Context: an optimization exercise on an open-source flow, tuned for small area, a short achievable clock period and few clock cycles per item. The choices shown serve that exercise and are no tape-out recipe. RTL that was checked went through simulation tests only; none was proved equivalent to the original. Power figures rest on the tool's default switching activity, not on a simulated workload.

== run A ==
==> flow/design.v (excerpt) <==
module tetris_color_grid (
    input  logic                   clk,
    input  logic                   rst_n,
    input  logic                   place,
    input  piece_pkg::piece_type_t piece_type,
    input  piece_pkg::rotation_t   rotation,
    input  grid_pkg::cell_idx_t    location,
    input  logic                   clear,
    input  grid_pkg::row_mask_t    full_rows,
    output logic                   busy,
    input  grid_pkg::cell_idx_t    read_addr,
    output piece_pkg::color_t      read_data
);
Size: about 3,300 cells after synthesis, ~49 I/O pins, roughly 39,000 um2 of cells after synthesis.
Settings: LEC_CHECK=0, CAP_MARGIN=20, CORE_MARGIN=2, CORE_UTILIZATION=55, CTS_CLUSTER_DIAMETER=80, CTS_CLUSTER_SIZE=24, PLACE_DENSITY=0.65, SETUP_SLACK_MARGIN=1.8, SLEW_MARGIN=20, SYNTH_HIERARCHICAL=1; clock period 7.0 ns.
standard.sh (not shown) runs the stock make flow with config.mk's settings and CLKGATE_MAP_FILE= SYNTH_SCRIPT=/design/flow/synth_recipe.tcl, a recipe that flattens the netlist after the stock synthesis.
==> flow/flow/run.sh <==
#!/bin/bash
set -euo pipefail
export BUFFER_PORTS_ARGS="-buffer_cell sky130_fd_sc_hd__buf_4"
echo 'export DONT_USE_CELLS += sky130_fd_sc_hd__a222oi_1' >> config.mk
bash standard.sh > standard.log 2>&1
Testbench counts of run A, summed over its fixed seeds: cycles 1,039, commands 960.
Inputs modified between run A and run B:
--- a/flow/config.mk
+++ b/flow/config.mk
@@ -7,9 +7,10 @@
 export LEC_CHECK = 0
 export CAP_MARGIN = 20
+export CELL_PAD_IN_SITES_DETAIL_PLACEMENT = 1
 export CORE_MARGIN = 2
-export CORE_UTILIZATION = 55
+export CORE_UTILIZATION = 40
 export CTS_CLUSTER_DIAMETER = 80
 export CTS_CLUSTER_SIZE = 24
-export PLACE_DENSITY = 0.65
+export PLACE_DENSITY = 0.5
 export SETUP_SLACK_MARGIN = 1.8
 export SLEW_MARGIN = 20
[compare] base=run A new=run B: clock skew now sits higher, total design power now sits higher, number of buffers inserted during clock tree synthesis now sits higher. Run B closes out successfully: all stages finished, all timing, DRC and antenna checks passed. Measured against each other, run B and run A differ in global-route wire length before repair, the higher figure coming from run B.
Inputs modified between run B and run C:
--- a/flow/config.mk
+++ b/flow/config.mk
@@ -7,12 +7,11 @@
 export LEC_CHECK = 0
 export CAP_MARGIN = 20
-export CELL_PAD_IN_SITES_DETAIL_PLACEMENT = 1
 export CORE_MARGIN = 2
-export CORE_UTILIZATION = 40
+export CORE_UTILIZATION = 65
 export CTS_CLUSTER_DIAMETER = 80
 export CTS_CLUSTER_SIZE = 24
-export PLACE_DENSITY = 0.5
+export PLACE_DENSITY = 0.75
 export SETUP_SLACK_MARGIN = 1.8
 export SLEW_MARGIN = 20
-export SYNTH_HIERARCHICAL = 1
+export SYNTH_HIERARCHICAL = 0
 export DONT_USE_CELLS += sky130_fd_sc_hd__a222oi_1
==> results.txt <==
Run C closes out successfully: all stages finished, all timing, DRC and antenna checks passed. The cell class with the largest area share comes out registers in one run and multi-input gates in the other, namely in run C and run B respectively. Cell count (run C vs. run B) decreases by more than 10%. STATUS minimum period implied by the final worst setup slack: run C loses against run B. Summary of run C over run B: worst slack after detailed placement now sits higher, number of distinct library cells after synthesis now sits lower. Compared with run B, in run C detail-routed net length per standard cell moved up; number of tap cells added at floorplan went down by 528. Compared with run B, run C shows a higher share of cells above drive strength 1. In the reports for run B and run C, the smaller global routing usage summed across all routing layers belongs to run B. Run C: final-layout non-clock buffer area share is 0.58 points higher than what run B reported. Side by side, highest achievable clock rate turned out lower in run C than in run B.
diff inputs: run C => run D
--- a/flow/config.mk
+++ b/flow/config.mk
@@ -12,6 +12,6 @@
 export CTS_CLUSTER_SIZE = 24
 export PLACE_DENSITY = 0.75
-export SETUP_SLACK_MARGIN = 1.8
+export SETUP_SLACK_MARGIN = 2.2
 export SLEW_MARGIN = 20
-export SYNTH_HIERARCHICAL = 0
+export SYNTH_HIERARCHICAL = 1
 export DONT_USE_CELLS += sky130_fd_sc_hd__a222oi_1
[summary]
Run D falls short of run C in die outline area. Re combined area of all synthesized cells: run C and run D aren't equal, and the higher value belongs to run D. Run comparison: run C cell kind with the greatest summed area registers; run D cell kind with the greatest summed area multi-input gates. Against run C, run D reports a fraction of layout cells with a size suffix above 1 that is lower.

========
tetris_color_grid, a different RTL version from the one above (not shown whole).
Size in the first run: about 4300 cells after synthesis, about 660 flip-flops, roughly 49 I/O pins, roughly 43000 µm² of cells after synthesis.
make LEC_CHECK=0 CAP_MARGIN=20 CORE_MARGIN=2 CORE_UTILIZATION=40 SETUP_SLACK_MARGIN=1.5 SLEW_MARGIN=20 finish   # period 7.0 ns
run.sh (not shown) runs the stock make flow with config.mk's settings and CLKGATE_MAP_FILE= SYNTH_SCRIPT=/design/flow/synth_recipe.tcl, a recipe that flattens the netlist after the stock synthesis.
Stock flow here: none of the scripts above is used.
Change:
Settings changed: SETUP_SLACK_MARGIN 1.5 to 0.5.
Result:
- routed wire length falls by 5.1%
- final area goes down by about 3%
- total power fell by about 2%
- flip-flop and latch count does not change
- die area stays the same
- area after synthesis does not change
- setup slack got worse by 0.31 ns
- non-clock buffer count goes down by 75
- global-route usage falls by 2.4 points
No functional check of the RTL was part of any run of this note.

========
== alpha ==
Another version of the RTL of tetris_color_grid (not shown whole).
Size in the first run: roughly 620 flip-flops, roughly 0.044 sq mm of cells after synthesis.
==> flow/config.mk <==
export PLATFORM = sky130hd
export DESIGN_NAME = tetris_color_grid
export DESIGN_NICKNAME = tetris_color_grid
export VERILOG_FILES = /design/flow/design.v
export SDC_FILE = /design/flow/constraint.sdc
export NUM_CORES = 4
export LEC_CHECK = 0
export CAP_MARGIN = 20
export CORE_MARGIN = 2
export CORE_UTILIZATION = 40
export SETUP_SLACK_MARGIN = 1.0
export SLEW_MARGIN = 20
export SYNTH_HIERARCHICAL = 1
==> flow/constraint.sdc <==
create_clock -name core_clock -period 7.0 [get_ports {clk}]
set_input_delay 1.4000 -clock core_clock [delete_from_list [all_inputs] [get_ports {clk}]]
set_output_delay 1.4000 -clock core_clock [all_outputs]
set_load 0.01 [all_outputs]
Setup changes, alpha to epsilon
-- flow/config.mk --
<<< alpha, line 10
export CORE_UTILIZATION = 40
export SETUP_SLACK_MARGIN = 1.0
export SLEW_MARGIN = 20
>>> epsilon, line 10
export CORE_UTILIZATION = 40
export SETUP_SLACK_MARGIN = 2.5
export SLEW_MARGIN = 20
==> results.txt <==
- In summary, epsilon completed successfully, with a layout that passed the timing, design-rule and antenna checks.
- epsilon against alpha; wire length after detailed routing is up by a few percent.
- Compared with alpha, in epsilon number of levels in the clock H-tree about even; critical path depth has increased; first-iteration DRC count shrank by 8.7%; overall power up 7.9%.
No run of this note included a check of the RTL's function; only the layout flow was run.

separate check: timing with driven ports:
Ports are ideal in the flow. The routed layouts listed here were re-timed in OpenROAD. Step 1, drivers: a clkbuf_16 drives clk and a buf_2 each remaining input, both assumed. Step 2 adds t to the input delays and takes it off the output delays; t is the mean of the earliest and latest rising clock arrival at the registers after step 1. Input paths then give back, and output paths get back, about the clock's delay inside the block. Slacks: ideal ports / drivers / drivers and shift; pairs: ideal ports / drivers.
run | t, ns | setup WS [ns] | latest minus earliest clock arrival (ns) | worst register clock-pin slew, ns | pins driven straight from the clock port
run A | 0.680 | 1.642 / 1.410 / 1.104 | 0.037 / 0.038 | 0.10 / 0.10 | 1
run B | 0.702 | 1.700 / 1.357 / 1.252 | 0.053 / 0.053 | 0.10 / 0.10 | 1
run C | 0.677 | 1.678 / 1.390 / 1.280 | 0.044 / 0.043 | 0.11 / 0.11 | 1
run D | 0.663 | 1.864 / 1.335 / 1.238 | 0.031 / 0.032 | 0.10 / 0.10 | 1
the first run of note 2 | 0.740 | 0.986 / 0.823 / 0.781 | 0.039 / 0.040 | 0.07 / 0.07 | 1
the second run of note 2 | 0.736 | 0.677 / 0.651 / 0.251 | 0.026 / 0.025 | 0.08 / 0.08 | 1
alpha | 0.726 | 0.896 / 0.745 / 0.616 | 0.045 / 0.044 | 0.07 / 0.07 | 1
epsilon | 0.738 | 1.556 / 1.227 / 1.227 | 0.060 / 0.061 | 0.08 / 0.08 | 1
After both steps setup and hold are still met in every run listed. The setup slack of run D, which loses most, moves by -0.529 ns with the drivers and by -0.626 ns with both steps.
